This design comes from an exercise in tuning for small area, a short achievable clock period and few clock cycles per item on the open sky130 flow, not from production work. In this exercise RTL edits were held to simulation tests only and were not proved equivalent to the original. Power figures rest on the tool's default switching activity, not on a simulated workload.

==> flow/design.v <==
package spq_pkg;
  localparam int TAG_W  = 16;
  localparam int PRIO_W = 8;
  localparam logic CMD_ENQ = 1'b0;
  localparam logic CMD_DEQ = 1'b1;
  typedef struct packed {
    logic              cmd;
    logic [TAG_W-1:0]  task_tag;
    logic [PRIO_W-1:0] prio;
  } in_word_t;
  typedef struct packed {
    logic [TAG_W-1:0] front_tag;
    logic             queue_empty;
    logic             overflow;
  } out_word_t;
  typedef struct packed {
    logic load_item;   
    logic exec;        
  } spq_cmd_t;
  typedef struct packed {
    logic full;
    logic empty;
  } spq_status_t;
endpackage
module spq_ctrl (
  input  logic               clk,
  input  logic               rst_n,
  input  logic               in_valid,
  output logic               in_ready,
  input  spq_pkg::in_word_t  in_data,
  output logic               out_valid,
  input  logic               out_ready,
  output logic               accept,
  output logic               exec,
  output spq_pkg::in_word_t  item
);
  spq_pkg::in_word_t item_r;
  logic              item_v_r;
  logic              out_valid_r;
  assign exec      = item_v_r && (!out_valid_r || out_ready);
  assign in_ready  = !item_v_r || exec;
  assign accept    = in_valid && in_ready;
  assign out_valid = out_valid_r;
  assign item      = item_r;
  always_ff @(posedge clk) begin
    if (!rst_n) begin
      item_v_r    <= 1'b0;
      out_valid_r <= 1'b0;
    end else begin
      item_v_r <= accept || (item_v_r && !exec);
      if (exec) begin
        out_valid_r <= 1'b1;
      end else if (out_ready) begin
        out_valid_r <= 1'b0;
      end
    end
  end
  always_ff @(posedge clk) begin
    if (accept) begin
      item_r <= in_data;
    end
  end
endmodule
module spq_dp #(
  parameter int DEPTH = 16
) (
  input  logic               clk,
  input  logic               rst_n,
  input  logic               accept,     
  input  spq_pkg::in_word_t  in_data,
  input  logic               exec,       
  input  spq_pkg::in_word_t  item,
  output spq_pkg::out_word_t out_data
);
  logic [spq_pkg::TAG_W-1:0]  tags_r  [DEPTH];
  logic [spq_pkg::PRIO_W-1:0] prios_r [DEPTH];
  logic [DEPTH-1:0]           valid_r;
  logic [DEPTH-1:0]           gt_r;       
  logic                       ovf_r;
  logic [DEPTH-1:0]           above;      
  logic [DEPTH-1:0]           sel_new, sel_up;
  logic [DEPTH-1:0]           gt_in, gt_nxt;
  logic                       gt_in_item;
  logic                       is_enq, do_enq, do_deq;
  logic [spq_pkg::TAG_W-1:0]  front_r, second_tag;
  logic [DEPTH-2:0]           is_second;
  logic                       any_ahead;
  assign is_enq = (item.cmd == spq_pkg::CMD_ENQ);
  assign do_enq = exec && is_enq && !valid_r[DEPTH-1];
  assign do_deq = exec && !is_enq;
  function automatic logic prio_gt(input logic [spq_pkg::PRIO_W-1:0] a,
                                   input logic [spq_pkg::PRIO_W-1:0] b);
    logic gt;
    gt = 1'b0;
    for (int k = 0; k < spq_pkg::PRIO_W; k++) begin
      gt = (a[k] & ~b[k]) | (~(a[k] ^ b[k]) & gt);
    end
    prio_gt = gt;
  endfunction
  always_comb begin
    for (int i = 0; i < DEPTH; i++) begin
      above[i] = !valid_r[i] || gt_r[i];
    end
    for (int i = 0; i < DEPTH; i++) begin
      sel_up[i]  = do_enq && (i > 0) && above[(i > 0) ? i - 1 : 0];
      sel_new[i] = do_enq && above[i] && ((i == 0) || !above[(i > 0) ? i - 1 : 0]);
    end
  end
  for (genvar g = 0; g < DEPTH; g++) begin : g_cell
    localparam int GP = (g > 0) ? g - 1 : 0;
    logic keep;
    assign keep = !(sel_up[g] || sel_new[g]);
    always_ff @(posedge clk) begin
      tags_r[g]  <= ({spq_pkg::TAG_W{keep}}        & tags_r[g])
                  | ({spq_pkg::TAG_W{sel_up[g]}}   & tags_r[GP])
                  | ({spq_pkg::TAG_W{sel_new[g]}}  & item.task_tag);
      prios_r[g] <= ({spq_pkg::PRIO_W{keep}}       & prios_r[g])
                  | ({spq_pkg::PRIO_W{sel_up[g]}}  & prios_r[GP])
                  | ({spq_pkg::PRIO_W{sel_new[g]}} & item.prio);
    end
  end
  always_comb begin
    gt_in_item = prio_gt(item.prio, in_data.prio);
    for (int i = 0; i < DEPTH; i++) begin
      gt_in[i] = prio_gt(prios_r[i], in_data.prio);
    end
    for (int i = 0; i < DEPTH; i++) begin
      gt_nxt[i] = (!(sel_up[i] || sel_new[i]) && gt_in[i])
                | (sel_up[i] && gt_in[(i > 0) ? i - 1 : 0])
                | (sel_new[i] && gt_in_item);
    end
  end
  always_ff @(posedge clk) begin
    if (accept) begin
      gt_r <= gt_nxt;
    end
  end
  always_ff @(posedge clk) begin
    if (!rst_n) begin
      valid_r <= '0;
    end else if (do_enq) begin
      valid_r <= {valid_r[DEPTH-2:0], 1'b1};
    end else if (do_deq) begin
      valid_r <= {1'b0, valid_r[DEPTH-1:1]};
    end
  end
  always_ff @(posedge clk) begin
    if (exec) begin
      ovf_r <= is_enq && valid_r[DEPTH-1];
    end
  end
  always_comb begin
    any_ahead  = 1'b0;
    second_tag = '0;
    for (int i = 0; i < DEPTH; i++) begin
      any_ahead = any_ahead || (valid_r[i] && gt_r[i]);
    end
    for (int i = 0; i < DEPTH - 1; i++) begin
      is_second[i] = valid_r[i + 1] && ((i + 2 >= DEPTH) || !valid_r[(i + 2 < DEPTH) ? i + 2 : i]);
      second_tag   = second_tag | ({spq_pkg::TAG_W{is_second[i]}} & tags_r[i]);
    end
  end
  logic front_new, front_keep;
  assign front_new  = do_enq && !any_ahead;
  assign front_keep = !(front_new || do_deq);
  always_ff @(posedge clk) begin
    front_r <= ({spq_pkg::TAG_W{front_new}}  & item.task_tag)
             | ({spq_pkg::TAG_W{do_deq}}     & second_tag)
             | ({spq_pkg::TAG_W{front_keep}} & front_r);
  end
  assign out_data.front_tag   = front_r;
  assign out_data.queue_empty = !valid_r[0];
  assign out_data.overflow    = ovf_r;
endmodule
module sorted_priority_queue #(
  parameter int DEPTH = 16
) (
  input  logic               clk,
  input  logic               rst_n,
  input  logic               in_valid,
  output logic               in_ready,
  input  logic [24:0]        in_data,
  output logic               out_valid,
  input  logic               out_ready,
  output logic [17:0]        out_data
);
  spq_pkg::in_word_t  in_word;
  spq_pkg::in_word_t  item;
  spq_pkg::out_word_t out_word;
  logic               exec, accept;
  assign in_word  = in_data;
  assign out_data = out_word;
  spq_ctrl u_ctrl (
    .clk       (clk),
    .rst_n     (rst_n),
    .in_valid  (in_valid),
    .in_ready  (in_ready),
    .in_data   (in_word),
    .out_valid (out_valid),
    .out_ready (out_ready),
    .accept    (accept),
    .exec      (exec),
    .item      (item)
  );
  spq_dp #(
    .DEPTH (DEPTH)
  ) u_dp (
    .clk      (clk),
    .rst_n    (rst_n),
    .accept   (accept),
    .in_data  (in_word),
    .exec     (exec),
    .item     (item),
    .out_data (out_word)
  );
endmodule
==> flow/run.sh <==
#!/bin/bash
# synth_recipe.tcl (not shown) runs the flow's synth.tcl, then flattens the netlist and writes it again
# the make line also repeats each setting of config.mk as NAME=value (left out here)
make -C /OpenROAD-flow-scripts/flow DESIGN_CONFIG=/design/flow/config.mk WORK_HOME=/design/flow/orfs CLKGATE_MAP_FILE= SYNTH_SCRIPT=/design/flow/synth_recipe.tcl finish
==> flow/config.mk <==
export PLATFORM = sky130hd
export DESIGN_NAME = sorted_priority_queue
export DESIGN_NICKNAME = sorted_priority_queue
export VERILOG_FILES = /design/flow/design.v
export SDC_FILE = /design/flow/constraint.sdc
export NUM_CORES = 4
export LEC_CHECK = 0
export CAP_MARGIN = 20
export CORE_MARGIN = 2
export CORE_UTILIZATION = 40
export CTS_BUF_LIST = sky130_fd_sc_hd__clkbuf_4 sky130_fd_sc_hd__clkbuf_8
export SETUP_SLACK_MARGIN = 3.0
export SLEW_MARGIN = 20
==> flow/constraint.sdc <==
create_clock -name core_clock -period 6.0 [get_ports {clk}]
set_input_delay 1.2000 -clock core_clock [delete_from_list [all_inputs] [get_ports {clk}]]
set_output_delay 1.2000 -clock core_clock [all_outputs]
set_load 0.01 [all_outputs]
==> results of run 1 <==
Yosys cell counts (2+ instances only):
cell	instances	area, um^2
buf_6	3	33.8
a21oi_1	36	180
nor3_1	3	15.0
nand3_1	3	15.0
o21ai_0	14	70.1
a311oi_1	12	105
o21ai_1	2	10.0
edfxtp_1	65	1950
nor2_4	2	22.5
a221oi_1	29	254
o211ai_1	15	113
a31oi_1	17	106
and4_1	3	26.3
a222oi_1	41	410
nor2b_1	31	194
nand2b_1	4	25.0
buf_4	6	45.0
buf_2	74	370
a22oi_1	364	2730
nor2_2	4	25.0
nand2_1	665	2500
inv_1	39	146
o21a_1	16	120
a221o_1	19	190
and2_1	11	68.8
buf_1	2	7.51
nand4b_1	15	131
ha_1	112	1400
a2111oi_0	15	131
a22o_1	30	263
dfxtp_1	370	7410
a21boi_0	13	97.6
and3_1	16	100
nand3_2	2	20.0
nor2_1	54	203
clkbuf_1	91	342
cell families (layout without fill, tap and decap cells):
family                     Yosys count  in the layout  share of synthesized area
adders and majority gates          112            112                     0.0702
AOI/OAI and AO/OA                  629            629                      0.243
buffers and inverters              217            322                     0.0478
and+or+nand+nor                    817            818                      0.170
DFF                                435            435                      0.469
cell type report:
type / count / share of cell area
multi-input cells: 1559 / 0.426
flip-flops and latches: 435 / 0.405
clock buffers: 122 / 0.0640
repair buffers: 142 / 0.0562
well taps: 664 / 0.0359
inverters: 40 / 0.00763
clock inverters: 18 / 0.00536
power by group through the flow:
| stage | combinational (mW) | sequential [mW] | clock, mW |
|---|---|---|---|
| floorplan | 0.625 | 3.53 | 0 |
| global placement | 0.912 | 3.64 | 0 |
| detailed placement | 0.943 | 3.65 | 0 |
| CTS | 0.975 | 3.59 | 2.95 |
| global route | 1.10 | 3.64 | 3.07 |
| finish | 1.00 | 3.60 | 2.90 |
tightest hold or removal path: cells and delay by family, from the launching register on:
family           cells  cell delay, ps
and+or+nand+nor      2             100
DFF                  1             320
routing by layer:
| metal | GRT usage | vias up |
|---|---|---|
| li1 | - | 8191 |
| met2 | 0.433 | 1051 |
| met4 | 0.131 | 2 |
| met5 | 0.0104 | - |
| met1 | 0.375 | 8788 |
| met3 | 0.0580 | 214 |
state kept, by name, summed over array words and instances, names as in the netlist, named ones only:
register and cells:
u_dp.prios_r 112, u_ctrl.item_r 25, u_dp.tags_r 224, u_dp.gt_r 15, u_ctrl.item_v_r 1, u_dp.front_r 16, u_ctrl.out_valid_r 1, u_dp.ovf_r 1
u_dp.valid_r 16
worst min path at each step:
stage	start	to	slack (ps)
floorplan	u_dp.tags_r[11][7]$_DFF_P_	u_dp.tags_r[12][7]$_DFF_P_	430
global placement	u_dp.tags_r[3][10]$_DFF_P_	u_dp.tags_r[4][10]$_DFF_P_	440
detailed placement	u_dp.tags_r[7][3]$_DFF_P_	u_dp.tags_r[8][3]$_DFF_P_	440
CTS	u_dp.tags_r[12][0]$_DFF_P_	u_dp.tags_r[13][0]$_DFF_P_	440
global route	u_dp.prios_r[11][5]$_DFF_P_	u_dp.prios_r[12][5]$_DFF_P_	460
finish	u_dp.prios_r[12][3]$_DFF_P_	u_dp.prios_r[13][3]$_DFF_P_	440
repair_timing:
action	4_1_cts	5_1_grt
pin swaps	4	3
buffers inserted	27	4
resized for setup	30	21
setup endpoints to repair	393	37
gates cloned	1	0
through the flow:
| stage | util | area (um^2) | power [mW] | hold slack (ps) | cells |
|---|---|---|---|---|---|
| 2_1_floorplan | - | 20000 | 4.16 | 430 | 2210 |
| 3_3_place_gp | 0.428 | 21000 | 4.55 | 438 | 2807 |
| 3_5_place_dp | 0.428 | 21100 | 4.59 | 443 | 2808 |
| 4_1_cts | 0.469 | 23000 | 7.51 | 444 | 2976 |
| 5_1_grt | 0.470 | 23100 | 7.81 | 459 | 2980 |
| 6_report | 0.470 | 23100 | 7.51 | 443 | 2980 |
==> results.sh, run 1 <==
export IMPL_multi_input_comb_area_um2=9850
export IMPL_start_util=0.406
export IMPL_max_stage_delay_ps=180
export IMPL_track_usage=0.280
export IMPL_final_cell_mix="nand2_1, dfxtp_1, a22oi_1"
export IMPL_drc=0
export IMPL_diodes=0
export IMPL_n_fill_cell=4680
export IMPL_grt_max_degree=52
export IMPL_hold_class="reg2reg"
export IMPL_worst_ep_arrival_time_ps=1740
export IMPL_clkSinkCount=435
export IMPL_critical_path_startpoint_type="primary input"
export IMPL_synth_area_um2=20000
export IMPL_core_area_um2=49200
export IMPL_cts_hold_buffers=0
export IMPL_synth_ff_type="dfxtp_1"
export IMPL_final_common_cell="nand2_1"
export IMPL_grt_overflow=0
export IMPL_clock_latency_ps=680
export IMPL_powerDensity_nw_per_um2=325
export IMPL_clockBufferDepth=3
export IMPL_ys_ff_latch=435
export IMPL_routed_wl_met3_um=7100
export IMPL_worst_pin_slew_ps=1070
export IMPL_switchingPower_mw=2.18
export IMPL_max_slew_margin=0.287
export IMPL_wl_per_cell_um=24.3
export IMPL_syn_nets=2351
export IMPL_first_global_vias=17800
export IMPL_hold_path_depth=2
export IMPL_path_depth=4
export IMPL_rows=81
export IMPL_firstDrtPassIters=9
export IMPL_clk_pin_slew_ps=60
export IMPL_crit_start="out_ready"
export IMPL_vias=18200
export IMPL_rsz0062_at_grt="no"
export IMPL_crit_fanout=2
export IMPL_syn_inst=2210
export IMPL_ir_worst_vdd_uv=157
export IMPL_fin_nets=2396
export IMPL_combPwrFrac=0.133
export IMPL_seq_area_um2=9360
export IMPL_area_growth_syn_to_layout_pct=15.8
export IMPL_status="timing/DRC/antenna clean"
export IMPL_synth_edff_count=65
export IMPL_synthDistinctLibCells=48
export IMPL_cts_tree="built"
export IMPL_h_tree_depth=3
export IMPL_numCtsBuffers=77
export IMPL_cp_cell_sequence="clkdlybuf4s15_1 > nor2b_2 > nand2_1 > buf_6"
export IMPL_drt_iter0_markers=2528
export IMPL_synth_area_per_cell_um2=9.03
export IMPL_dieArea_um2=51700
export IMPL_seqPwrFrac=0.480
export IMPL_crit_type="in2out"
export IMPL_switching_share=0.291
export IMPL_drv_cap=0
export IMPL_top_layer="met5"
export IMPL_wl_met1_um=30500
export IMPL_crit_slowest_cell="clkdlybuf4s15_1"
export IMPL_ant_nets=0
export IMPL_reg2reg_from="u_dp.valid_r[15]$_SDFFE_PN0P_"
export IMPL_fin_setup_tns_ps=0
export IMPL_clock_power_share=0.387
export IMPL_gp_congestion=0.892
export IMPL_portBuffers=48
export IMPL_leakage_nw=9.93
export IMPL_hold_violations=0
export IMPL_pre_cts_ws_ps=1360
export IMPL_period_share=0.490
export IMPL_path_buf_inv=2
export IMPL_cp_end_kind="primary output"
export IMPL_reg2reg_depth=9
export IMPL_drv_slew=0
export IMPL_critical_path_top_delay_family="buffers and inverters"
export IMPL_avgViaCountPerCell=6.12
export IMPL_ys_async_sr_fraction=0
export IMPL_dp_hpwl_um=43800
export IMPL_dr_wl_met2_um=31700
export IMPL_skew_ps=37.7
export IMPL_root_buffer="clkbuf_8"
export IMPL_timing_final_ws_setup_ps=3060
export IMPL_die_y_um=227
export IMPL_antenna_found_initial=0
export IMPL_reg2reg_slack_ps=3210
export IMPL_timing_rr_end="u_dp.gt_r[5]$_DFFE_PP_"
export IMPL_die_x_um=227
export IMPL_crit_end="in_ready"
export IMPL_period_needed_ps=2940
export IMPL_synth_warnings=4
export IMPL_setup_viol=0
export IMPL_fmax_ghz=0.340
export IMPL_yosysSeqAreaShare=0.469
export IMPL_grt_pass1_wl_um=109000
export IMPL_crit_required_ps=4800
export IMPL_ios=49
export IMPL_drive_above_1_share=0.125
export IMPL_routed_wl_um=72500
export IMPL_internal_power_mw=5.32
Testbench counts, summed over its fixed seeds: cycles 16,016, items 16,000.
==> run 2, diff against run 1 <==
--- a/flow/config.mk
+++ b/flow/config.mk
@@ -9,5 +9,5 @@
 export CORE_MARGIN = 2
 export CORE_UTILIZATION = 40
 export CTS_BUF_LIST = sky130_fd_sc_hd__clkbuf_4 sky130_fd_sc_hd__clkbuf_8
-export SETUP_SLACK_MARGIN = 3.0
+export SETUP_SLACK_MARGIN = 3.2
 export SLEW_MARGIN = 20
==> run 2 against run 1 <==
Via count increased by 0.89%. Final cell count increased by 0.23%. Register-to-register slack improved by 40 ps. Flip-flop and latch count unchanged. Sequential power about the same. Highest routed layer is now met4. Combinational power about the same. Non-clock buffer count increased by 8. Largest cell class unchanged. Sequential share of layout area decreased by 0.43 points. Maximum frequency increased by 4.6%. Synthesized area unchanged. Worst hold slack improved by 0.71 ps. Critical path type unchanged. Core utilization increased by 0.51 points.
==> results.sh, run 2 <==
export IMPL_synth_edff_count=65
export IMPL_die_x_um=227
export IMPL_clkSinkCount=435
export IMPL_reg2reg_slack_ps=3250
export IMPL_synth_ff_type="dfxtp_1"
export IMPL_drt_iter0_markers=2614
export IMPL_crit_fanout=2
export IMPL_pre_cts_ws_ps=1440
export IMPL_fmax_ghz=0.356
export IMPL_ir_worst_vdd_uv=149
export IMPL_routed_wl_um=72700
export IMPL_gp_congestion=0.893
export IMPL_clockBufferDepth=3
export IMPL_cp_end_kind="primary output"
export IMPL_grt_overflow=0
export IMPL_synth_area_per_cell_um2=9.03
export IMPL_start_util=0.406
export IMPL_cts_tree="built"
export IMPL_max_slew_margin=0.204
export IMPL_syn_nets=2351
export IMPL_synth_warnings=4
export IMPL_avgViaCountPerCell=6.16
export IMPL_synthTopCellsByCount="nand2_1, dfxtp_1, a22oi_1"
export IMPL_worst_pin_slew_ps=1190
export IMPL_period_share=0.469
export IMPL_crit_end="in_ready"
export IMPL_rsz0062_at_grt="yes"
export IMPL_crit_required_ps=4800
export IMPL_drv_cap=0
export IMPL_grt_max_degree=52
export IMPL_design_area_um2=23400
export IMPL_clock_latency_ps=670
export IMPL_yosysSeqAreaShare=0.469
export IMPL_synthDistinctLibCells=48
export IMPL_core_area_um2=49200
export IMPL_final_cell_mix="nand2_1, dfxtp_1, a22oi_1"
export IMPL_leakage_nw=10.0
export IMPL_hold_ws_ps=443
export IMPL_fin_setup_tns_ps=0
export IMPL_synth_most_common_cell="nand2_1"
export IMPL_clk_pin_slew_ps=60
export IMPL_period_needed_ps=2810
export IMPL_timing_rr_end="u_dp.gt_r[9]$_DFFE_PP_"
export IMPL_rows=81
export IMPL_h_tree_depth=3
export IMPL_portBuffers=48
export IMPL_setup_viol=0
export IMPL_area_growth_syn_to_layout_pct=17.1
export IMPL_syn_inst=2210
export IMPL_drive_above_1_share=0.135
export IMPL_first_global_vias=17700
export IMPL_drc=0
export IMPL_reg2reg_depth=9
export IMPL_place_area_um2=21100
export IMPL_yosysTopAreaCell="dfxtp_1"
export IMPL_timing_final_ws_setup_ps=3190
export IMPL_hp_start="u_dp.tags_r[4][6]$_DFF_P_"
export IMPL_powerDensity_nw_per_um2=326
export IMPL_critical_path_startpoint_type="primary input"
export IMPL_hold_class="reg2reg"
export IMPL_track_usage=0.280
export IMPL_crit_start="out_ready"
export IMPL_vias=18400
export IMPL_fin_nets=2403
export IMPL_wl_per_cell_um=24.3
export IMPL_cts_hold_buffers=0
export IMPL_firstDrtPassIters=10
export IMPL_worst_ep_arrival_time_ps=1610
export IMPL_ys_ff_latch=435
export IMPL_antenna_found_initial=1
export IMPL_skew_ps=26.2
export IMPL_dp_hpwl_um=43900
export IMPL_dieArea_um2=51700
export IMPL_largest_register_ffs=224
export IMPL_crit_type="in2out"
export IMPL_status="timing/DRC/antenna clean"
export IMPL_grt_pass1_wl_um=109000
export IMPL_top_regs="u_dp.tags_r x224, u_dp.prios_r x112, u_ctrl.item_r x25"
export IMPL_synth_top_cell_area_share=0.371
export IMPL_die_y_um=227
export IMPL_numCtsBuffers=76
export IMPL_drv_slew=0
export IMPL_final_common_cell="nand2_1"
export IMPL_max_flop_register="u_dp.tags_r"
export IMPL_ys_top_cells_by_area="dfxtp_1, a22oi_1, nand2_1, edfxtp_1, ha_1"
export IMPL_ys_async_sr_fraction=0
export IMPL_ant_nets=0
export IMPL_ios=49
export IMPL_hold_violations=0
export IMPL_root_buffer="clkbuf_8"
export IMPL_reg2reg_from="u_dp.valid_r[15]$_SDFFE_PN0P_"
export IMPL_synth_area_um2=20000
run 2: per-stage QoR:
stage | total power, mW | util | instances
after CTS | 7.61 | 0.473 | 2982
after global placement | 4.56 | 0.428 | 2805
after detailed placement | 4.59 | 0.428 | 2807
after global routing | 7.92 | 0.475 | 2986
final | 7.62 | 0.476 | 2987
after floorplan | 4.16 | - | 2210
run 2: where the power goes:
part / total [mW] / switching [mW] / internal (mW) / leakage, nW
logic: 1.03 / 0.578 / 0.449 / 5.50
clock network: 2.99 / 1.28 / 1.71 / 0.872
registers: 3.61 / 0.326 / 3.28 / 3.64
run 2: routing by layer:
layer / part of all wire / track usage / wire length (um)
met2: 0.44 / 0.425 / 31900
met3: 0.11 / 0.0706 / 7840
met5: 0 / 0 / 0
met1: 0.42 / 0.379 / 30600
met4: 0.033 / 0.121 / 2370
run 2: cells by family (layout without fill, tap and decap cells):
group / after synthesis / count (layout) / synth area share
AND/OR/NAND/NOR: 817 / 818 / 0.170
flip-flops: 435 / 435 / 0.469
other: 0 / 1 / 0
AO/OA/AOI/OAI: 629 / 629 / 0.243
adder cells (fa/ha/maj): 112 / 112 / 0.0702
buffers and inverters: 217 / 328 / 0.0478
run 2: layout make-up:
cell class | instances | area, um^2
antenna | 1 | 2.50
clock buffer | 121 | 1500
clock inverter | 17 | 165
fill | 4575 | 25800
inverter | 40 | 176
multi-input combinational | 1559 | 9920
sequential | 435 | 9360
tap | 664 | 831
timing repair buffer | 150 | 1430
run 2: worst max-delay path: stages:
cell     delay (ps)
buf_6           100
nor2b_4         110
nand2_2          70
buf_6           140
run 2: repair_timing:
action,in CTS,in global routing
endpoints found under the setup margin,396,95
gates resized for setup,61,35
setup buffers,35,4
pin swaps,8,12
gates cloned,2,0
run 2: how the worst min path moves through the flow:
stage	slack, ps	endpoint	cells past startpoint
global route	470	u_dp.tags_r[13][5]$_DFF_P_	2
global placement	440	u_dp.tags_r[2][12]$_DFF_P_	2
floorplan	430	u_dp.tags_r[12][7]$_DFF_P_	2
detailed placement	440	u_dp.tags_r[10][14]$_DFF_P_	2
CTS	440	u_dp.prios_r[12][7]$_DFF_P_	2
finish	440	u_dp.tags_r[5][6]$_DFF_P_	2
==> run 3, diff against run 2 <==
--- a/flow/config.mk
+++ b/flow/config.mk
@@ -9,5 +9,5 @@
 export CORE_MARGIN = 2
 export CORE_UTILIZATION = 40
 export CTS_BUF_LIST = sky130_fd_sc_hd__clkbuf_4 sky130_fd_sc_hd__clkbuf_8
-export SETUP_SLACK_MARGIN = 3.2
+export SETUP_SLACK_MARGIN = 3.4
 export SLEW_MARGIN = 20
==> run 3 against run 2 <==
Still clean. Non-clock buffer count increased by 17. Global-route usage decreased by 0.26 points. Synthesized area unchanged. First-iteration DRC count decreased by 11%. Core utilization increased by 0.70 points. Clock power decreased by 3%. Sequential share of layout area decreased by 0.57 points. Combinational power about the same. Maximum frequency about the same. Final area increased by 1.5%.
==> results.sh, run 3 <==
export IMPL_synth_top_cell_area_share=0.371
export IMPL_ys_async_sr_fraction=0
export IMPL_core_area_um2=49200
export IMPL_hold_path_depth=2
export IMPL_period_needed_ps=2810
export IMPL_max_flop_register="u_dp.tags_r"
export IMPL_powerDensity_nw_per_um2=318
export IMPL_clock_latency_ps=660
export IMPL_final_common_cell="nand2_1"
export IMPL_grt_pass1_wl_um=109000
export IMPL_firstDrtPassIters=7
export IMPL_area_growth_syn_to_layout_pct=18.8
export IMPL_antenna_found_initial=0
export IMPL_clk_pin_slew_ps=60
export IMPL_drt_iter0_markers=2318
export IMPL_yosysTopAreaCell="dfxtp_1"
export IMPL_ys_ff_latch=435
export IMPL_place_inst=2805
export IMPL_rsz0062_at_grt="yes"
export IMPL_fin_setup_tns_ps=0
export IMPL_finalNonFillerCells=3011
export IMPL_routed_wl_um=73100
export IMPL_rows=81
export IMPL_track_usage=0.278
export IMPL_drv_slew=0
export IMPL_final_cell_mix="nand2_1, dfxtp_1, a22oi_1"
export IMPL_diodes=0
export IMPL_synth_warnings=4
export IMPL_h_tree_depth=3
export IMPL_syn_nets=2351
export IMPL_hold_violations=0
export IMPL_hold_class="reg2reg"
export IMPL_synthTopCellsByCount="nand2_1, dfxtp_1, a22oi_1"
export IMPL_ios=49
export IMPL_clockBufferDepth=3
export IMPL_skew_ps=30.9
export IMPL_dp_hpwl_um=43800
export IMPL_gp_congestion=0.897
export IMPL_crit_required_ps=4800
export IMPL_die_x_um=227
export IMPL_cts_hold_buffers=0
export IMPL_synthDistinctLibCells=48
export IMPL_synth_most_common_cell="nand2_1"
export IMPL_vias=18400
export IMPL_leakage_nw=10.2
export IMPL_first_global_vias=18000
export IMPL_grt_max_degree=41
export IMPL_numCtsBuffers=76
export IMPL_grt_overflow=0
export IMPL_yosysSeqAreaShare=0.469
export IMPL_ys_top_cells_by_area="dfxtp_1, a22oi_1, nand2_1, edfxtp_1, ha_1"
export IMPL_die_y_um=227
export IMPL_cp_end_kind="primary output"
export IMPL_crit_fanout=2
export IMPL_period_share=0.468
export IMPL_drive_above_1_share=0.156
export IMPL_ant_nets=0
export IMPL_synth_ff_type="dfxtp_1"
export IMPL_top_regs="u_dp.tags_r x224, u_dp.prios_r x112, u_ctrl.item_r x25"
export IMPL_worst_pin_slew_ps=910
export IMPL_max_slew_margin=0.393
export IMPL_status="timing/DRC/antenna clean"
export IMPL_critical_path_startpoint_type="primary input"
export IMPL_largest_register_ffs=224
export IMPL_cts_tree="built"
export IMPL_synth_edff_count=65
export IMPL_drv_cap=0
export IMPL_n_fill_cell=4640
export IMPL_fin_nets=2426
export IMPL_p_total_mw=7.55
export IMPL_root_buffer="clkbuf_8"
export IMPL_avgViaCountPerCell=6.12
export IMPL_clkSinkCount=435
export IMPL_wl_per_cell_um=24.3
export IMPL_worst_ep_arrival_time_ps=1610
export IMPL_setup_viol=0
export IMPL_dieArea_um2=51700
export IMPL_synth_area_per_cell_um2=9.03
export IMPL_syn_inst=2210
export IMPL_drc=0
export IMPL_fmax_ghz=0.356
export IMPL_ir_worst_vdd_uv=144
export IMPL_synth_area_um2=20000
export IMPL_reg2reg_depth=9
export IMPL_portBuffers=48
export IMPL_start_util=0.406
export IMPL_crit_type="in2out"
-- run 3: worst max-delay path, stage by stage --
cell and delay [ps]:
buf_8 100, nor2b_4 110, nand2_2 70, buf_6 130
-- run 3: cells by family after synthesis --
family	share of synthesized area
AO/OA/AOI/OAI	0.243
adder cells (fa/ha/maj)	0.0702
buffers and inverters	0.0478
flip-flops	0.469
AND/OR/NAND/NOR	0.170
-- run 3: per-layer routing --
layer	vias to the layer above	track usage	part of all wire
li1	8276	-	-
met1	8933	0.373	0.42
met2	1036	0.424	0.43
met3	183	0.0694	0.10
met4	0	0.119	0.036
met5	-	0	0
-- run 3: report_power, final --
group	leakage (nW)	total, mW	switching [mW]	internal (mW)
sequential	3.64	3.61	0.324	3.28
combinational	5.69	1.05	0.595	0.455
clock	0.852	2.89	1.28	1.61
total	10.2	7.55	2.20	5.34
-- run 3: worst paths after layout --
kind	slack, ps	end	start
worst max register to register	3450	u_dp.prios_r[4][5]$_DFF_P_	u_dp.valid_r[15]$_SDFFE_PN0P_
worst min register to register	440	u_dp.prios_r[13][0]$_DFF_P_	u_dp.prios_r[12][0]$_DFF_P_
worst min-delay path	440	u_dp.prios_r[13][0]$_DFF_P_	u_dp.prios_r[12][0]$_DFF_P_
worst max-delay path	3190	in_ready	out_ready
-- run 3: stage by stage --
stage          cell area (um^2)   util  worst slack, ps  hold slack (ps)
6_report                  23700  0.483             3190              442
5_1_grt                   23700  0.483             3180              466
4_1_cts                   23300  0.473             3200              440
3_5_place_dp              21100  0.429             1230              442
3_3_place_gp              21000  0.428             1300              440
2_1_floorplan             20100      -             2950              430
-- run 3: repair_timing --
| action | 4_1_cts | 5_1_grt |
|---|---|---|
| pin swaps | 22 | 25 |
| buffers inserted | 39 | 18 |
| hold endpoints to repair | 0 | 0 |
| setup endpoints to repair | 412 | 186 |
| resized for setup | 109 | 71 |
| gates cloned | 6 | 3 |
-- run 3: cell type report --
class | instances | area [um^2] | area share
Clock buffer | 118 | 1430 | 0.0603
Clock inverter | 22 | 164 | 0.00691
Inverter | 40 | 176 | 0.00744
Multi-Input combinational cell | 1565 | 10200 | 0.429
Sequential cell | 435 | 9360 | 0.395
Tap cell | 664 | 831 | 0.0350
Timing Repair Buffer | 167 | 1580 | 0.0668
==> run 4, diff against run 3 <==
--- a/flow/config.mk
+++ b/flow/config.mk
@@ -9,5 +9,5 @@
 export CORE_MARGIN = 2
 export CORE_UTILIZATION = 40
 export CTS_BUF_LIST = sky130_fd_sc_hd__clkbuf_4 sky130_fd_sc_hd__clkbuf_8
-export SETUP_SLACK_MARGIN = 3.4
+export SETUP_SLACK_MARGIN = 3.6
 export SLEW_MARGIN = 20
==> run 4 against run 3 <==
Largest cell class unchanged. Non-clock buffer count is 58 higher. Sequential power rose by 2%. Largest power group unchanged. Core utilization grew 3.9 points. Final area rose by 8.1%. Critical path type unchanged.
==> results.sh, run 4 <==
export IMPL_status="timing/DRC/antenna clean"
export IMPL_syn_nets=2351
export IMPL_synth_warnings=4
export IMPL_cp_end_kind="primary output"
export IMPL_cts_tree="built"
export IMPL_dieArea_um2=51700
export IMPL_seqPwrFrac=0.465
export IMPL_vias=19500
export IMPL_final_common_cell="nand2_1"
export IMPL_switching_share=0.301
export IMPL_max_flop_register="u_dp.tags_r"
export IMPL_powerDensity_nw_per_um2=308
export IMPL_synth_area_per_cell_um2=9.03
export IMPL_drive_above_1_share=0.267
export IMPL_drc=0
export IMPL_rsz0062_at_grt="yes"
export IMPL_hold_class="reg2reg"
export IMPL_ant_nets=0
export IMPL_synth_top_cell_area_share=0.371
export IMPL_ios=49
export IMPL_core_area_um2=49200
export IMPL_avgViaCountPerCell=6.34
export IMPL_die_y_um=227
export IMPL_period_needed_ps=2820
export IMPL_critical_path_top_delay_family="buffers and inverters"
export IMPL_place_area_um2=21700
export IMPL_fin_nets=2496
export IMPL_ys_ff_latch=435
export IMPL_synth_ff_type="dfxtp_1"
export IMPL_synth_edff_count=65
export IMPL_max_stage_delay_ps=140
export IMPL_die_x_um=227
export IMPL_grt_pass1_wl_um=121000
export IMPL_ir_worst_vdd_uv=153
export IMPL_firstDrtPassIters=8
export IMPL_area_growth_syn_to_layout_pct=28.4
export IMPL_internal_power_mw=5.52
export IMPL_combPwrFrac=0.157
export IMPL_design_area_um2=25600
export IMPL_first_global_vias=18800
export IMPL_gp_congestion=0.911
export IMPL_wl_per_cell_um=26.7
export IMPL_clk_pin_slew_ps=60
export IMPL_rows=81
export IMPL_dp_hpwl_um=47300
export IMPL_fmax_ghz=0.355
export IMPL_synthDistinctLibCells=48
export IMPL_worst_ep_arrival_time_ps=1620
export IMPL_leakage_nw=10.7
export IMPL_cp_cell_sequence="buf_8 > nor2b_4 > nand2_2 > buf_6"
export IMPL_top_regs="u_dp.tags_r x224, u_dp.prios_r x112, u_ctrl.item_r x25"
export IMPL_track_usage=0.314
export IMPL_finalNonFillerCells=3082
export IMPL_synth_area_um2=20000
export IMPL_skew_ps=46.1
export IMPL_yosysTopAreaCell="dfxtp_1"
export IMPL_grt_max_degree=41
export IMPL_root_buffer="clkbuf_8"
export IMPL_setup_viol=0
export IMPL_hold_violations=0
export IMPL_fin_setup_tns_ps=0
export IMPL_grt_overflow=0
export IMPL_crit_fanout=2
export IMPL_reg2reg_from="u_dp.valid_r[15]$_SDFFE_PN0P_"
export IMPL_final_cell_mix="nand2_1, dfxtp_1, a22oi_1"
export IMPL_clock_latency_ps=690
export IMPL_place_inst=2796
export IMPL_h_tree_depth=3
export IMPL_critical_path_startpoint_type="primary input"
export IMPL_crit_type="in2out"
export IMPL_numCtsBuffers=78
export IMPL_drt_iter0_markers=2977
export IMPL_worst_pin_slew_ps=1150
export IMPL_routed_wl_um=82400
export IMPL_crit_start="out_ready"
export IMPL_path_buf_inv=2
export IMPL_largest_register_ffs=224
export IMPL_drv_slew=0
export IMPL_period_share=0.469
export IMPL_synthTopCellsByCount="nand2_1, dfxtp_1, a22oi_1"
export IMPL_max_slew_margin=0.236
export IMPL_switchingPower_mw=2.38
export IMPL_syn_inst=2210
export IMPL_portBuffers=48
export IMPL_crit_slowest_cell="buf_6"
export IMPL_crit_required_ps=4800
export IMPL_clockBufferDepth=3
export IMPL_p_total_mw=7.90
export IMPL_antenna_found_initial=1
export IMPL_synth_most_common_cell="nand2_1"
export IMPL_drv_cap=0
export IMPL_yosysSeqAreaShare=0.469
export IMPL_clock_power_share=0.378
export IMPL_clkSinkCount=435
export IMPL_ys_top_cells_by_area="dfxtp_1, a22oi_1, nand2_1, edfxtp_1, ha_1"
export IMPL_hp_start="u_dp.tags_r[7][7]$_DFF_P_"
export IMPL_start_util=0.406
export IMPL_ys_async_sr_fraction=0
export IMPL_hold_ws_ps=435
-- run 4: cell type report --
type                            count  area (um^2)
Fill cell                        4404        23500
Multi-Input combinational cell   1575        11400
Sequential cell                   435         9380
Timing Repair Buffer              225         2210
Clock buffer                      130         1560
Tap cell                          664          831
Inverter                           40          181
Clock inverter                     12         93.8
Antenna cell                        1         2.50
-- run 4: final timing paths --
kind | cells after the start | to | slack [ps]
setup / recovery | 4 | in_ready | 3180
hold / removal | 2 | u_dp.tags_r[8][7]$_DFF_P_ | 440
setup reg to reg | 10 | u_dp.gt_r[10]$_DFFE_PP_ | 3500
hold reg to reg | 2 | u_dp.tags_r[8][7]$_DFF_P_ | 440
-- run 4: cells by family after synthesis --
family                   share of synthesized area
AND/OR/NAND/NOR                              0.170
AO/OA/AOI/OAI                                0.243
flip-flops                                   0.469
buffers and inverters                       0.0478
adder cells (fa/ha/maj)                     0.0702
-- run 4: layer usage --
layer  vias to the layer above  part of all wire  global-route usage
li1                       8437                 -                   -
met1                      9418              0.40               0.421
met2                      1389              0.43               0.470
met3                       282              0.12              0.0876
met4                         0             0.047               0.144
met5                         -                 0                   0
-- run 4: repair_timing --
action,in CTS,in global routing
resized for setup,271,85
endpoints found under the setup margin,424,272
pin swaps,56,54
cloned,19,2
setup buffers,99,23
hold buffers,0,0
-- run 4: through the flow --
| stage | util | setup slack [ps] |
|---|---|---|
| CTS | 0.508 | 3180 |
| floorplan | - | 2950 |
| global placement | 0.440 | 1510 |
| global route | 0.522 | 3160 |
| detailed placement | 0.441 | 1420 |
| finish | 0.522 | 3180 |
-- run 4: power groups by stage --
stage,combinational [mW],sequential [mW],clock (mW)
final,1.24,3.67,2.98
after global routing,1.33,3.69,3.14
after CTS,1.14,3.64,3.00
after detailed placement,0.976,3.70,0
after global placement,0.947,3.70,0
after floorplan,0.688,3.55,0
-- run 4: tightest hold or removal path, stage by stage (launching register included) --
cell and delay [ps]:
dfxtp_1 330, nand2_1 60, nand2_1 40
==> run 5, diff against run 4 <==
==> flow/flow/run.sh (new file) <==
#!/bin/bash
set -euo pipefail
cat >> config.mk <<'EOS'
export BUFFER_PORTS_ARGS = -buffer_cell sky130_fd_sc_hd__buf_2
export CTS_ARGS = -sink_clustering_enable -repair_clock_nets -dont_use_dummy_load -buf_list {sky130_fd_sc_hd__clkbuf_4 sky130_fd_sc_hd__clkbuf_8}
EOS
bash standard.sh > standard_flow.log 2>&1
==> flow/standard.sh (new file) <==
#!/bin/bash
# synth_recipe.tcl (not shown) runs the flow's synth.tcl, then flattens the netlist and writes it again
# the make line also repeats each setting of config.mk as NAME=value (left out here)
make -C /OpenROAD-flow-scripts/flow DESIGN_CONFIG=/design/flow/config.mk WORK_HOME=/design/flow/orfs CLKGATE_MAP_FILE= SYNTH_SCRIPT=/design/flow/synth_recipe.tcl "${@:-finish}"
--- a/flow/config.mk
+++ b/flow/config.mk
@@ -8,6 +8,7 @@
 export CAP_MARGIN = 20
 export CORE_MARGIN = 2
 export CORE_UTILIZATION = 40
-export CTS_BUF_LIST = sky130_fd_sc_hd__clkbuf_4 sky130_fd_sc_hd__clkbuf_8
-export SETUP_SLACK_MARGIN = 3.6
+export SETUP_SLACK_MARGIN = 3.2
 export SLEW_MARGIN = 20
+export BUFFER_PORTS_ARGS = -buffer_cell sky130_fd_sc_hd__buf_2
+export CTS_ARGS = -sink_clustering_enable -repair_clock_nets -dont_use_dummy_load -buf_list {sky130_fd_sc_hd__clkbuf_4 sky130_fd_sc_hd__clkbuf_8}
removed: flow/run.sh
==> run 5 against run 4 <==
Wire length fell by 12%. Clock skew rose by 9.8 ps. Worst hold slack got worse by 6.7 ps. Critical path depth did not move. Die area did not move. Final cell count fell by 5.2%. Largest power group unchanged. Register-to-register slack got worse by 190 ps. Highest routed layer unchanged. Clock power fell by 25%. Global-route usage fell by 3.5 points. Final area fell by 13%. Synthesized cell count did not move.
==> results.sh, run 5 <==
export IMPL_ys_async_sr_fraction=0
export IMPL_fin_setup_tns_ps=0
export IMPL_max_slew_margin=0.222
export IMPL_critical_path_startpoint_type="primary input"
export IMPL_synth_area_um2=20000
export IMPL_critical_path_top_delay_family="buffers and inverters"
export IMPL_portBuffers=48
export IMPL_crit_required_ps=4800
export IMPL_drt_iter0_markers=2556
export IMPL_final_common_cell="nand2_1"
export IMPL_avgViaCountPerCell=6.22
export IMPL_synth_warnings=4
export IMPL_path_depth=4
export IMPL_fin_nets=2401
export IMPL_max_stage_delay_ps=150
export IMPL_top_regs="u_dp.tags_r x224, u_dp.prios_r x112, u_ctrl.item_r x25"
export IMPL_leakage_nw=9.64
export IMPL_area_growth_syn_to_layout_pct=12.2
export IMPL_seq_area_um2=9360
export IMPL_period_needed_ps=2820
export IMPL_die_y_um=227
export IMPL_skew_ps=55.9
export IMPL_max_flop_register="u_dp.tags_r"
export IMPL_syn_inst=2210
export IMPL_synth_ff_type="dfxtp_1"
export IMPL_gp_congestion=0.864
export IMPL_ys_ff_latch=435
export IMPL_period_share=0.470
export IMPL_yosysSeqAreaShare=0.469
export IMPL_worst_pin_slew_ps=1160
export IMPL_dieArea_um2=51700
export IMPL_rsz0062_at_grt="yes"
export IMPL_ys_top_cells_by_area="dfxtp_1, a22oi_1, nand2_1, edfxtp_1, ha_1"
export IMPL_dp_hpwl_um=43200
export IMPL_path_buf_inv=2
export IMPL_largest_register_ffs=224
export IMPL_yosysTopAreaCell="dfxtp_1"
export IMPL_track_usage=0.279
export IMPL_fmax_ghz=0.355
export IMPL_hold_violations=0
export IMPL_worst_ep_arrival_time_ps=1620
export IMPL_start_util=0.406
export IMPL_grt_overflow=0
export IMPL_final_cell_mix="nand2_1, dfxtp_1, a22oi_1"
export IMPL_root_buffer="clkbuf_8"
export IMPL_synth_edff_count=65
export IMPL_synth_area_per_cell_um2=9.03
export IMPL_powerDensity_nw_per_um2=304
export IMPL_hold_class="reg2reg"
export IMPL_firstDrtPassIters=10
export IMPL_status="timing/DRC/antenna clean"
export IMPL_ant_nets=0
export IMPL_drive_above_1_share=0.124
export IMPL_drv_cap=0
export IMPL_hold_ws_ps=429
export IMPL_grt_max_degree=52
export IMPL_grt_pass1_wl_um=108000
export IMPL_cp_cell_sequence="buf_8 > nor2b_4 > nand2_1 > buf_2"
export IMPL_rows=81
export IMPL_crit_slowest_cell="buf_2"
export IMPL_core_area_um2=49200
export IMPL_clock_latency_ps=660
export IMPL_first_global_vias=17500
export IMPL_antenna_found_initial=0
export IMPL_routed_wl_um=72500
export IMPL_multi_input_comb_area_um2=9840
export IMPL_setup_viol=0
export IMPL_numCtsBuffers=77
export IMPL_die_x_um=227
export IMPL_drv_slew=0
export IMPL_h_tree_depth=3
export IMPL_cts_hold_buffers=0
export IMPL_drc=0
export IMPL_synth_most_common_cell="nand2_1"
export IMPL_synth_top_cell_area_share=0.371
export IMPL_clockBufferDepth=3
export IMPL_clkSinkCount=435
export IMPL_synthTopCellsByCount="nand2_1, dfxtp_1, a22oi_1"
export IMPL_hold_path_depth=2
export IMPL_ios=49
export IMPL_wl_per_cell_um=24.8
export IMPL_syn_nets=2351
export IMPL_vias=18200
export IMPL_p_total_mw=6.82
export IMPL_crit_type="in2out"
export IMPL_cts_tree="built"
export IMPL_clk_pin_slew_ps=60
export IMPL_diodes=0
export IMPL_reg2reg_depth=10
export IMPL_synthDistinctLibCells=48
export IMPL_cp_end_kind="primary output"
export IMPL_ir_worst_vdd_uv=149
export IMPL_n_fill_cell=4749
export IMPL_crit_fanout=2
## run 5: cells by family (layout without fill, tap and decap cells)
kind of cell | count (synthesis) | in the layout | synth area share
AOI/OAI and AO/OA | 629 | 629 | 0.243
adders and majority gates | 112 | 112 | 0.0702
buffers and inverters | 217 | 263 | 0.0478
DFF | 435 | 435 | 0.469
and+or+nand+nor | 817 | 819 | 0.170
## run 5: path summary, 6_finish.rpt
check,startpoint,to,slack (ps)
setup reg to reg,u_dp.valid_r[15]$_SDFFE_PN0P_,u_dp.gt_r[13]$_DFFE_PP_,3310
hold reg to reg,u_dp.tags_r[12][15]$_DFF_P_,u_dp.tags_r[13][15]$_DFF_P_,430
setup / recovery,out_ready,in_ready,3180
hold / removal,u_dp.tags_r[12][15]$_DFF_P_,u_dp.tags_r[13][15]$_DFF_P_,430
## run 5: timing repair
action / 4_1_cts / 5_1_grt
pin swaps: 4 / 3
hold endpoints to repair: 0 / 0
setup buffers: 24 / 14
resized for setup: 31 / 10
endpoints found under the setup margin: 376 / 118
cloned: 2 / 0
## run 5: tightest hold or removal path: cells and delay by family, from the launching register on
family	cells	cell delay [ps]
flip-flops	1	330
AND/OR/NAND/NOR	2	100
## run 5: final cells by class
cell class | count | share of cell area
clock buffers | 77 | 0.0473
flip-flops and latches | 435 | 0.418
inverters | 40 | 0.00787
well taps | 664 | 0.0371
repair buffers | 146 | 0.0507
multi-input cells | 1560 | 0.439
## run 5: report_power, final
group          internal [mW]  switching, mW  total, mW
registers               3.28          0.328       3.61
clock network           1.13           1.11       2.24
logic                  0.399          0.568      0.967
## run 5: metrics by stage
step | cell area, um^2 | instances | setup slack, ps | utilization
2_1_floorplan | 20000 | 2210 | 2950 | -
5_1_grt | 22400 | 2922 | 3150 | 0.456
4_1_cts | 22200 | 2908 | 3160 | 0.452
6_report | 22400 | 2922 | 3180 | 0.456
3_5_place_dp | 20800 | 2805 | 1750 | 0.423
3_3_place_gp | 20800 | 2805 | 1820 | 0.423
## run 5: layer usage
| layer | GRT usage | part of all wire | vias up |
|---|---|---|---|
| met4 | 0.125 | 0.040 | 0 |
| met5 | 0 | 0 | - |
| met1 | 0.368 | 0.41 | 8796 |
| met2 | 0.437 | 0.44 | 1015 |
| met3 | 0.0621 | 0.10 | 211 |
| li1 | - | - | 8150 |
==> run 6, diff against run 5 <==
--- a/flow/design.v
+++ b/flow/design.v
@@ -38,7 +38,7 @@
   logic              item_v_r;
   logic              out_valid_r;
   assign exec      = item_v_r && (!out_valid_r || out_ready);
-  assign in_ready  = !item_v_r || exec;
+  assign in_ready  = out_ready;
   assign accept    = in_valid && in_ready;
   assign out_valid = out_valid_r;
   assign item      = item_r;
--- a/flow/config.mk
+++ b/flow/config.mk
@@ -8,7 +8,7 @@
 export CAP_MARGIN = 20
 export CORE_MARGIN = 2
 export CORE_UTILIZATION = 40
-export SETUP_SLACK_MARGIN = 3.2
+export SETUP_SLACK_MARGIN = 3.3
 export SLEW_MARGIN = 20
 export BUFFER_PORTS_ARGS = -buffer_cell sky130_fd_sc_hd__buf_2
 export CTS_ARGS = -sink_clustering_enable -repair_clock_nets -dont_use_dummy_load -buf_list {sky130_fd_sc_hd__clkbuf_4 sky130_fd_sc_hd__clkbuf_8}
==> run 6 against run 5 <==
Synthesized area is 0.24% higher. Die area rose by 0.24%. Clock skew up 3.6 ps. Critical endpoint is now u_dp.gt_r[2]$_DFFE_PP_. Synthesized cell count rose by 0.18%. Non-clock buffer count increased by 35. Critical path type is now in2reg. Flip-flop and latch count did not move.
==> results.sh, run 6 <==
export IMPL_status="timing/DRC/antenna clean"
export IMPL_largest_register_ffs=224
export IMPL_place_inst=2818
export IMPL_final_common_cell="nand2_1"
export IMPL_crit_fanout=8
export IMPL_crit_required_ps=6370
export IMPL_grt_overflow=0
export IMPL_antenna_found_initial=0
export IMPL_ios=49
export IMPL_max_slew_margin=0.290
export IMPL_core_area_um2=49200
export IMPL_hold_ws_ps=421
export IMPL_cp_end_kind="flop"
export IMPL_clockBufferDepth=3
export IMPL_synthDistinctLibCells=48
export IMPL_top_regs="u_dp.tags_r x224, u_dp.prios_r x112, u_ctrl.item_r x25"
export IMPL_fin_setup_tns_ps=0
export IMPL_synth_ff_type="dfxtp_1"
export IMPL_gr_usage_met1=0.382
export IMPL_ant_nets=0
export IMPL_critical_path_top_delay_family="compound AO/OA/AOI/OAI gates"
export IMPL_firstDrtPassIters=6
export IMPL_utilization=0.463
export IMPL_track_usage=0.288
export IMPL_ir_worst_vdd_uv=169
export IMPL_use_met2=0.444
export IMPL_vias=18600
export IMPL_portBuffers=48
export IMPL_avgViaCountPerCell=6.27
export IMPL_worst_ep_arrival_time_ps=3110
export IMPL_period_needed_ps=2730
export IMPL_skew_ps=59.5
export IMPL_rsz0062_at_grt="yes"
export IMPL_use_met3=0.0645
export IMPL_fmax_ghz=0.366
export IMPL_clock_latency_ps=680
export IMPL_die_x_um=228
export IMPL_grt_pass1_wl_um=111000
export IMPL_seq_area_um2=9360
export IMPL_start_util=0.407
export IMPL_syn_nets=2355
export IMPL_gp_congestion=0.853
export IMPL_period_share=0.455
export IMPL_final_cell_mix="nand2_1, dfxtp_1, a22oi_1"
export IMPL_crit_type="in2reg"
export IMPL_ys_async_sr_fraction=0
export IMPL_h_tree_depth=3
export IMPL_hold_class="reg2reg"
export IMPL_multi_input_comb_area_um2=9890
export IMPL_n_fill_cell=4726
export IMPL_root_buffer="clkbuf_8"
export IMPL_synth_area_um2=20000
export IMPL_ys_ff_latch=435
export IMPL_finalNonFillerCells=2961
export IMPL_fin_nets=2439
export IMPL_synth_top_cell_area_share=0.370
export IMPL_crit_slowest_cell="o41ai_2"
export IMPL_max_flop_register="u_dp.tags_r"
export IMPL_synth_most_common_cell="nand2_1"
export IMPL_grt_max_degree=42
export IMPL_drc=0
export IMPL_numCtsBuffers=77
export IMPL_die_y_um=228
export IMPL_ys_top_cells_by_area="dfxtp_1, a22oi_1, nand2_1, edfxtp_1, ha_1"
export IMPL_area_growth_syn_to_layout_pct=13.8
export IMPL_synth_area_per_cell_um2=9.04
export IMPL_path_buf_inv=4
export IMPL_leakage_nw=9.80
export IMPL_first_global_vias=17900
export IMPL_synthTopCellsByCount="nand2_1, a22oi_1, dfxtp_1"
export IMPL_synth_warnings=4
export IMPL_setup_viol=0
export IMPL_wl_per_cell_um=25.4
export IMPL_dp_hpwl_um=45000
export IMPL_cp_cell_sequence="buf_8 > clkinvlp_4 > buf_12 > ha_4 > a21o_1 > o21ai_2 > a21oi_2 > o41ai_2 > buf_4 > nor2b_1 > a221o_1"
export IMPL_clkSinkCount=435
export IMPL_yosysTopAreaCell="dfxtp_1"
export IMPL_syn_inst=2214
export IMPL_drv_slew=0
export IMPL_grt_busiest_layer="met2"
export IMPL_drt_iter0_markers=2784
export IMPL_worst_pin_slew_ps=1060
export IMPL_drv_cap=0
export IMPL_max_stage_delay_ps=360
export IMPL_rows=81
export IMPL_critical_path_startpoint_type="primary input"
export IMPL_clk_pin_slew_ps=60
export IMPL_powerDensity_nw_per_um2=288
export IMPL_yosysSeqAreaShare=0.468
export IMPL_routed_wl_um=75300
export IMPL_synth_edff_count=65
export IMPL_drive_above_1_share=0.139
export IMPL_p_total_mw=6.56
export IMPL_dieArea_um2=51800
export IMPL_cts_tree="built"
export IMPL_hold_violations=0
## run 6: per-layer routing
layer  routed length, um  part of all wire
met1               30700              0.41
met2               32900              0.44
met3                8280              0.11
met4                3440             0.046
met5                   0                 0
## run 6: logic make-up after synthesis
kind of cell | synth area share
buffers and inverters | 0.0488
DFF | 0.468
AOI/OAI and AO/OA | 0.242
and+or+nand+nor | 0.172
adders and majority gates | 0.0700
## run 6: layout make-up
type                       count  area share
timing repair buffer         181      0.0642
multi-input combinational   1563       0.434
tap                          664      0.0365
antenna                        1    0.000110
inverter                      40     0.00775
sequential                   435       0.411
clock buffer                  77      0.0465
## run 6: metrics by stage
step	worst slack, ps	area (um^2)
final	3270	22800
after global routing	3220	22800
after CTS	3280	22500
after detailed placement	1840	20900
after global placement	1930	20900
after floorplan	2950	20000
## run 6: worst min-delay path: cells and delay by family, from the launching register on
kind / cells / cell delay, ps
simple gates: 2 / 100
flops: 1 / 330
## run 6: repair_timing
action,in CTS,in global routing
pin swaps,3,12
endpoints found under the setup margin,364,179
cloned,1,2
hold buffers,0,0
resized for setup,33,30
setup buffers,37,24
## run 6: final timing paths
kind                                start                         end  slack (ps)  depth (start not counted)
max                            in_data[2]      u_dp.gt_r[2]$_DFFE_PP_        3270                         11
min            u_dp.tags_r[1][11]$_DFF_P_  u_dp.tags_r[2][11]$_DFF_P_         420                          2
max reg2reg  u_dp.valid_r[3]$_SDFFE_PN0P_    u_dp.front_r[13]$_DFF_P_        3430                          6
min reg2reg    u_dp.tags_r[1][11]$_DFF_P_  u_dp.tags_r[2][11]$_DFF_P_         420                          2
## run 6: power by group
part | internal (mW) | total (mW) | leakage [nW] | switching [mW]
sequential | 3.22 | 3.50 | 3.61 | 0.276
combinational | 0.343 | 0.814 | 5.64 | 0.470
clock | 1.13 | 2.25 | 0.554 | 1.12
total | 4.69 | 6.56 | 9.80 | 1.87
Testbench counts of run 6, summed over its fixed seeds: cycles 16,016, items 16,000.
==> run 7, diff against run 6 <==
--- a/flow/config.mk
+++ b/flow/config.mk
@@ -5,10 +5,11 @@
 export SDC_FILE = /design/flow/constraint.sdc
 export NUM_CORES = 4
 export LEC_CHECK = 0
-export CAP_MARGIN = 20
+export CAP_MARGIN = 10
 export CORE_MARGIN = 2
 export CORE_UTILIZATION = 40
+export PLACE_DENSITY = 0.75
 export SETUP_SLACK_MARGIN = 3.3
-export SLEW_MARGIN = 20
+export SLEW_MARGIN = 10
 export BUFFER_PORTS_ARGS = -buffer_cell sky130_fd_sc_hd__buf_2
 export CTS_ARGS = -sink_clustering_enable -repair_clock_nets -dont_use_dummy_load -buf_list {sky130_fd_sc_hd__clkbuf_4 sky130_fd_sc_hd__clkbuf_8}
==> run 7 against run 6 <==
Maximum frequency rose by 1.2%. Sequential share of layout area rose by 0.34 points. Wire length fell by 1.4%. Synthesized area did not move. Worst hold slack got worse by 0.83 ps. Non-clock buffer count fell by 20. Clock power fell by 3%. Register-to-register slack got worse by 100 ps. First-iteration DRC count rose by 20%. Sequential power barely moved. Core utilization fell by 0.38 points. Worst setup slack improved by 32 ps. Critical endpoint is now u_dp.gt_r[3]$_DFFE_PP_. Largest cell class unchanged. Largest power group unchanged.
==> results.sh, run 7 <==
export IMPL_synth_ff_type="dfxtp_1"
export IMPL_fmax_ghz=0.370
export IMPL_final_common_cell="nand2_1"
export IMPL_start_util=0.407
export IMPL_final_cell_mix="nand2_1, dfxtp_1, a22oi_1"
export IMPL_ios=49
export IMPL_utilization=0.460
export IMPL_rsz0062_at_grt="yes"
export IMPL_portBuffers=48
export IMPL_ir_worst_vdd_uv=206
export IMPL_cp_end_kind="flop"
export IMPL_ys_async_sr_fraction=0
export IMPL_skew_ps=78.4
export IMPL_antenna_found_initial=2
export IMPL_reg2reg_from="u_dp.valid_r[7]$_SDFFE_PN0P_"
export IMPL_fin_setup_tns_ps=0
export IMPL_period_needed_ps=2700
export IMPL_die_x_um=228
export IMPL_wl_per_cell_um=25.3
export IMPL_ys_ff_latch=435
export IMPL_syn_inst=2214
export IMPL_leakage_nw=9.67
export IMPL_pre_cts_ws_ps=1800
export IMPL_crit_type="in2reg"
export IMPL_rows=81
export IMPL_firstDrtPassIters=10
export IMPL_numCtsBuffers=73
export IMPL_timing_final_ws_setup_ps=3300
export IMPL_clkSinkCount=435
export IMPL_multi_input_comb_area_um2=9940
export IMPL_powerDensity_nw_per_um2=288
export IMPL_vias=19100
export IMPL_crit_start="in_data[5]"
export IMPL_period_share=0.450
export IMPL_setup_viol=0
export IMPL_status="timing/DRC/antenna clean"
export IMPL_drv_slew=0
export IMPL_root_buffer="clkbuf_8"
export IMPL_synth_area_um2=20000
export IMPL_drive_above_1_share=0.135
export IMPL_gp_congestion=0.985
export IMPL_die_y_um=228
export IMPL_synth_most_common_cell="nand2_1"
export IMPL_fin_nets=2416
export IMPL_cts_tree="built"
export IMPL_yosysTopAreaCell="dfxtp_1"
export IMPL_drc=0
export IMPL_max_flop_register="u_dp.tags_r"
export IMPL_grt_pass1_wl_um=110000
export IMPL_clk_pin_slew_ps=60
export IMPL_track_usage=0.279
export IMPL_grt_overflow=0
export IMPL_avgViaCountPerCell=6.48
export IMPL_ys_top_cells_by_area="dfxtp_1, a22oi_1, nand2_1, edfxtp_1, ha_1"
export IMPL_worst_pin_slew_ps=1320
export IMPL_crit_required_ps=6340
export IMPL_first_global_vias=18400
export IMPL_synth_area_per_cell_um2=9.04
export IMPL_dp_hpwl_um=43900
export IMPL_synth_edff_count=65
export IMPL_synth_top_cell_area_share=0.370
export IMPL_hp_start="u_dp.tags_r[8][4]$_DFF_P_"
export IMPL_hold_violations=0
export IMPL_worst_ep_arrival_time_ps=3040
export IMPL_n_fill_cell=4578
export IMPL_core_area_um2=49200
export IMPL_syn_nets=2355
export IMPL_clockBufferDepth=3
export IMPL_largest_register_ffs=224
export IMPL_grt_max_degree=42
export IMPL_synth_warnings=4
export IMPL_ant_nets=0
export IMPL_yosysSeqAreaShare=0.468
export IMPL_drv_cap=0
export IMPL_seq_area_um2=9360
export IMPL_h_tree_depth=3
export IMPL_clock_latency_ps=670
export IMPL_max_slew_margin=0.121
export IMPL_critical_path_startpoint_type="primary input"
export IMPL_routed_wl_um=74200
export IMPL_synthDistinctLibCells=48
export IMPL_synthTopCellsByCount="nand2_1, a22oi_1, dfxtp_1"
export IMPL_dieArea_um2=51800
export IMPL_crit_fanout=8
export IMPL_hold_class="reg2reg"
export IMPL_drt_iter0_markers=3328
export IMPL_top_regs="u_dp.tags_r x224, u_dp.prios_r x112, u_ctrl.item_r x25"
export IMPL_area_growth_syn_to_layout_pct=12.9
==> run 7: worst max-delay path: stages <==
cell and delay, ps:
buf_2 110, clkinvlp_4 180, buf_12 200, ha_1 310
a2111oi_0 400, a21oi_1 180, a22oi_1 310, o21ai_0 150
==> run 7: worst paths after layout <==
path | to | slack [ps] | cells after the start
setup reg to reg | u_dp.front_r[12]$_DFF_P_ | 3330 | 6
hold / removal | u_dp.tags_r[9][4]$_DFF_P_ | 420 | 2
setup / recovery | u_dp.gt_r[3]$_DFFE_PP_ | 3300 | 8
hold reg to reg | u_dp.tags_r[9][4]$_DFF_P_ | 420 | 2
==> run 7: timing repair <==
action                     4_1_cts  5_1_grt
pin swaps                        7        9
buffers inserted                38        7
cloned                           3        2
setup endpoints to repair      366      177
resized for setup               37       41
hold buffers                     0        0
==> run 7: stage by stage <==
| step | total power, mW | hold WS [ps] | std cells | cell area, um^2 |
|---|---|---|---|---|
| 2_1_floorplan | 3.94 | 430 | 2214 | 20000 |
| 6_report | 6.50 | 420 | 2938 | 22600 |
| 3_5_place_dp | 4.27 | 444 | 2814 | 20900 |
| 3_3_place_gp | 4.23 | 441 | 2814 | 20900 |
| 5_1_grt | 6.70 | 446 | 2938 | 22600 |
| 4_1_cts | 6.43 | 423 | 2928 | 22400 |
==> run 7: layout make-up <==
class	count	share of cell area
Antenna cell	1	0.000111
Clock buffer	73	0.0445
Inverter	40	0.00764
Multi-Input combinational cell	1564	0.440
Sequential cell	435	0.414
Tap cell	664	0.0368
Timing Repair Buffer	161	0.0569
==> run 7: logic make-up (layout without fill, tap and decap cells) <==
kind of cell               after synthesis  after routing  share of synthesized area
adders and majority gates              112            112                     0.0700
other                                    0              1                          0
buffers and inverters                  218            274                     0.0488
and+or+nand+nor                        821            823                      0.172
DFF                                    435            435                      0.468
AOI/OAI and AO/OA                      628            629                      0.242
==> run 7: metal layers <==
layer  global-route usage  share of wire  vias up
met5                    0              0        -
li1                     -              -     8187
met4                0.181          0.067        0
met2                0.418           0.43     1535
met1                0.350           0.37     8934
met3               0.0832           0.14      394
==> run 7: power by group <==
group	leakage [nW]	switching, mW	total (mW)	internal [mW]
combinational	5.53	0.477	0.810	0.333
sequential	3.61	0.285	3.51	3.22
clock	0.525	1.11	2.18	1.07
==> run 8, diff against run 7 <==
==> flow/flow/run.sh (replaced) <==
#!/bin/bash
set -euo pipefail
cat >> config.mk <<'EOS'
export BUFFER_PORTS_ARGS = -buffer_cell sky130_fd_sc_hd__buf_2
export CTS_ARGS = -sink_clustering_enable -repair_clock_nets -dont_use_dummy_load -buf_list {sky130_fd_sc_hd__clkbuf_8 sky130_fd_sc_hd__clkbuf_16} -sink_clustering_size 20 -sink_clustering_max_diameter 80
EOS
bash standard.sh > standard_flow.log 2>&1
==> flow/config.mk (replaced) <==
export PLATFORM = sky130hd
export DESIGN_NAME = sorted_priority_queue
export DESIGN_NICKNAME = sorted_priority_queue
export VERILOG_FILES = /design/flow/design.v
export SDC_FILE = /design/flow/constraint.sdc
export NUM_CORES = 4
export LEC_CHECK = 0
export CAP_MARGIN = 20
export CORE_MARGIN = 2
export CORE_UTILIZATION = 40
export SETUP_SLACK_MARGIN = 3.3
export SLEW_MARGIN = 20
export BUFFER_PORTS_ARGS = -buffer_cell sky130_fd_sc_hd__buf_2
export CTS_ARGS = -sink_clustering_enable -repair_clock_nets -dont_use_dummy_load -buf_list {sky130_fd_sc_hd__clkbuf_8 sky130_fd_sc_hd__clkbuf_16} -sink_clustering_size 20 -sink_clustering_max_diameter 80
==> run 8 against run 7 <==
Total power decreased by 5.5%. Still clean. First-iteration DRC count shrank 17%. Clock skew is 29 ps lower. Wire length up 0.32%. Core utilization shrank 0.19 points. Largest power group unchanged. Final area fell by 0.42%. Critical path type unchanged. Worst hold slack got worse by 11 ps. Combinational power up 2.7%. Largest cell class unchanged. Highest routed layer unchanged. Flip-flop and latch count stayed put. Maximum frequency shrank 0.80%.
==> results.sh, run 8 <==
export IMPL_reg2reg_slack_ps=3350
export IMPL_worst_ep_arrival_time_ps=3070
export IMPL_clock_power_share=0.296
export IMPL_drv_cap=0
export IMPL_n_fill_cell=4714
export IMPL_syn_inst=2214
export IMPL_synthSimpleGateAreaFrac=0.172
export IMPL_ant_nets=0
export IMPL_hold_class="reg2reg"
export IMPL_p_total_mw=6.14
export IMPL_cp_end_kind="flop"
export IMPL_synth_xor_xnor_area_share=0
export IMPL_hold_path_depth=2
export IMPL_crit_fanout=8
export IMPL_rows=81
export IMPL_cts_hold_buffers=0
export IMPL_routed_wl_um=74500
export IMPL_fin_nets=2391
export IMPL_final_cell_mix="nand2_1, dfxtp_1, a22oi_1"
export IMPL_leakage_nw=9.60
export IMPL_crit_end="u_dp.gt_r[6]$_DFFE_PP_"
export IMPL_crit_required_ps=6340
export IMPL_fin_setup_tns_ps=0
export IMPL_dieArea_um2=51800
export IMPL_drive_above_1_share=0.127
export IMPL_period_needed_ps=2720
export IMPL_timing_rr_end="u_dp.gt_r[9]$_DFFE_PP_"
export IMPL_top_regs="u_dp.tags_r x224, u_dp.prios_r x112, u_ctrl.item_r x25"
export IMPL_max_flop_register="u_dp.tags_r"
export IMPL_core_area_um2=49200
export IMPL_max_stage_delay_ps=440
export IMPL_grt_max_degree=42
export IMPL_drc=0
export IMPL_ys_async_sr_fraction=0
export IMPL_synth_fa_ha_area_frac=0.0700
export IMPL_diodes=0
export IMPL_dp_hpwl_um=45000
export IMPL_ios=49
export IMPL_max_slew_margin=0.309
export IMPL_ir_worst_vdd_uv=253
export IMPL_fmax_ghz=0.367
export IMPL_worst_pin_slew_ps=1040
export IMPL_synth_ff_type="dfxtp_1"
export IMPL_antenna_found_initial=0
export IMPL_die_x_um=228
export IMPL_synthMuxAreaShare=0
export IMPL_root_buffer="clkbuf_16"
export IMPL_clkSinkCount=435
export IMPL_synth_top_family_by_area="compound AO/OA/AOI/OAI gates"
export IMPL_clock_latency_ps=590
export IMPL_crit_slowest_cell="a2111oi_0"
export IMPL_drt_iter0_markers=2766
export IMPL_cp_cell_sequence="buf_2 > clkinvlp_4 > buf_4 > ha_1 > a2111oi_0 > a21oi_2 > a22oi_1 > o21ai_0"
export IMPL_synth_most_common_cell="nand2_1"
export IMPL_ys_top_cells_by_area="dfxtp_1, a22oi_1, nand2_1, edfxtp_1, ha_1"
export IMPL_skew_ps=49.3
export IMPL_switchingPower_mw=1.75
export IMPL_hold_ws_ps=409
export IMPL_status="timing/DRC/antenna clean"
export IMPL_synth_warnings=4
export IMPL_crit_type="in2reg"
export IMPL_crit_start="in_data[7]"
export IMPL_start_util=0.407
export IMPL_syn_nets=2355
export IMPL_multi_input_comb_area_um2=9970
export IMPL_cts_tree="built"
export IMPL_avgViaCountPerCell=6.28
export IMPL_synth_area_per_cell_um2=9.04
export IMPL_rsz0062_at_grt="yes"
export IMPL_yosysSeqAreaShare=0.468
export IMPL_largest_register_ffs=224
run 8: area by class of cell:
cell class / count / area share
clock buffers: 28 / 0.0311
well taps: 664 / 0.0369
multi-input cells: 1563 / 0.443
flip-flops and latches: 435 / 0.416
repair buffers: 182 / 0.0649
inverters: 40 / 0.00784
run 8: worst min-delay path by stage:
stage / slack [ps] / endpoint
2_1_floorplan: 430 / u_dp.tags_r[2][9]$_DFF_P_
3_3_place_gp: 440 / u_dp.tags_r[5][15]$_DFF_P_
3_5_place_dp: 440 / u_dp.tags_r[7][4]$_DFF_P_
4_1_cts: 410 / u_dp.prios_r[6][3]$_DFF_P_
5_1_grt: 430 / u_dp.prios_r[13][7]$_DFF_P_
6_report: 410 / u_dp.prios_r[6][3]$_DFF_P_
run 8: cells by family (layout without fill, tap and decap cells):
| group | count (synthesis) | in the layout |
|---|---|---|
| AOI/OAI and AO/OA | 628 | 628 |
| adders and majority gates | 112 | 112 |
| buffers and inverters | 218 | 250 |
| DFF | 435 | 435 |
| and+or+nand+nor | 821 | 823 |
run 8: worst max-delay path: cells and delay by family:
kind	cells	cell delay, ps
buffers and inverters	3	630
adders and majority gates	1	220
AOI/OAI and AO/OA	4	1010
run 8: through the flow:
step                      std cells  area, um^2
after floorplan                2214       20000
after global placement         2818       20900
after detailed placement       2818       20900
after CTS                      2898       22200
after global routing           2912       22500
final                          2912       22500
run 8: timing repair:
| item | in CTS | in global routing |
|---|---|---|
| setup buffers | 50 | 13 |
| gates cloned | 2 | 1 |
| pin swaps | 11 | 21 |
| resized for setup | 45 | 43 |
| endpoints found under the setup margin | 380 | 163 |
run 8: power groups by stage:
stage,registers [mW],clock network [mW],logic (mW)
after global routing,3.51,1.95,0.910
final,3.49,1.82,0.832
after detailed placement,3.54,0,0.732
after CTS,3.47,1.85,0.783
after floorplan,3.44,0,0.498
after global placement,3.53,0,0.710
run 8: layer usage:
| layer | track usage | wire, um |
|---|---|---|
| met1 | 0.386 | 30400 |
| met2 | 0.441 | 32400 |
| met3 | 0.0537 | 8030 |
| met4 | 0.120 | 3560 |
| met5 | 0 | 0 |

Re-timed with assumed drivers on the ports (clkbuf_16 on the clock, buf_2 on other inputs), run 8 has 3.319 ns of setup slack against 3.277 ns with ideal ports, and 2.687 ns once port delays also move by the mid clock arrival of 0.632 ns.
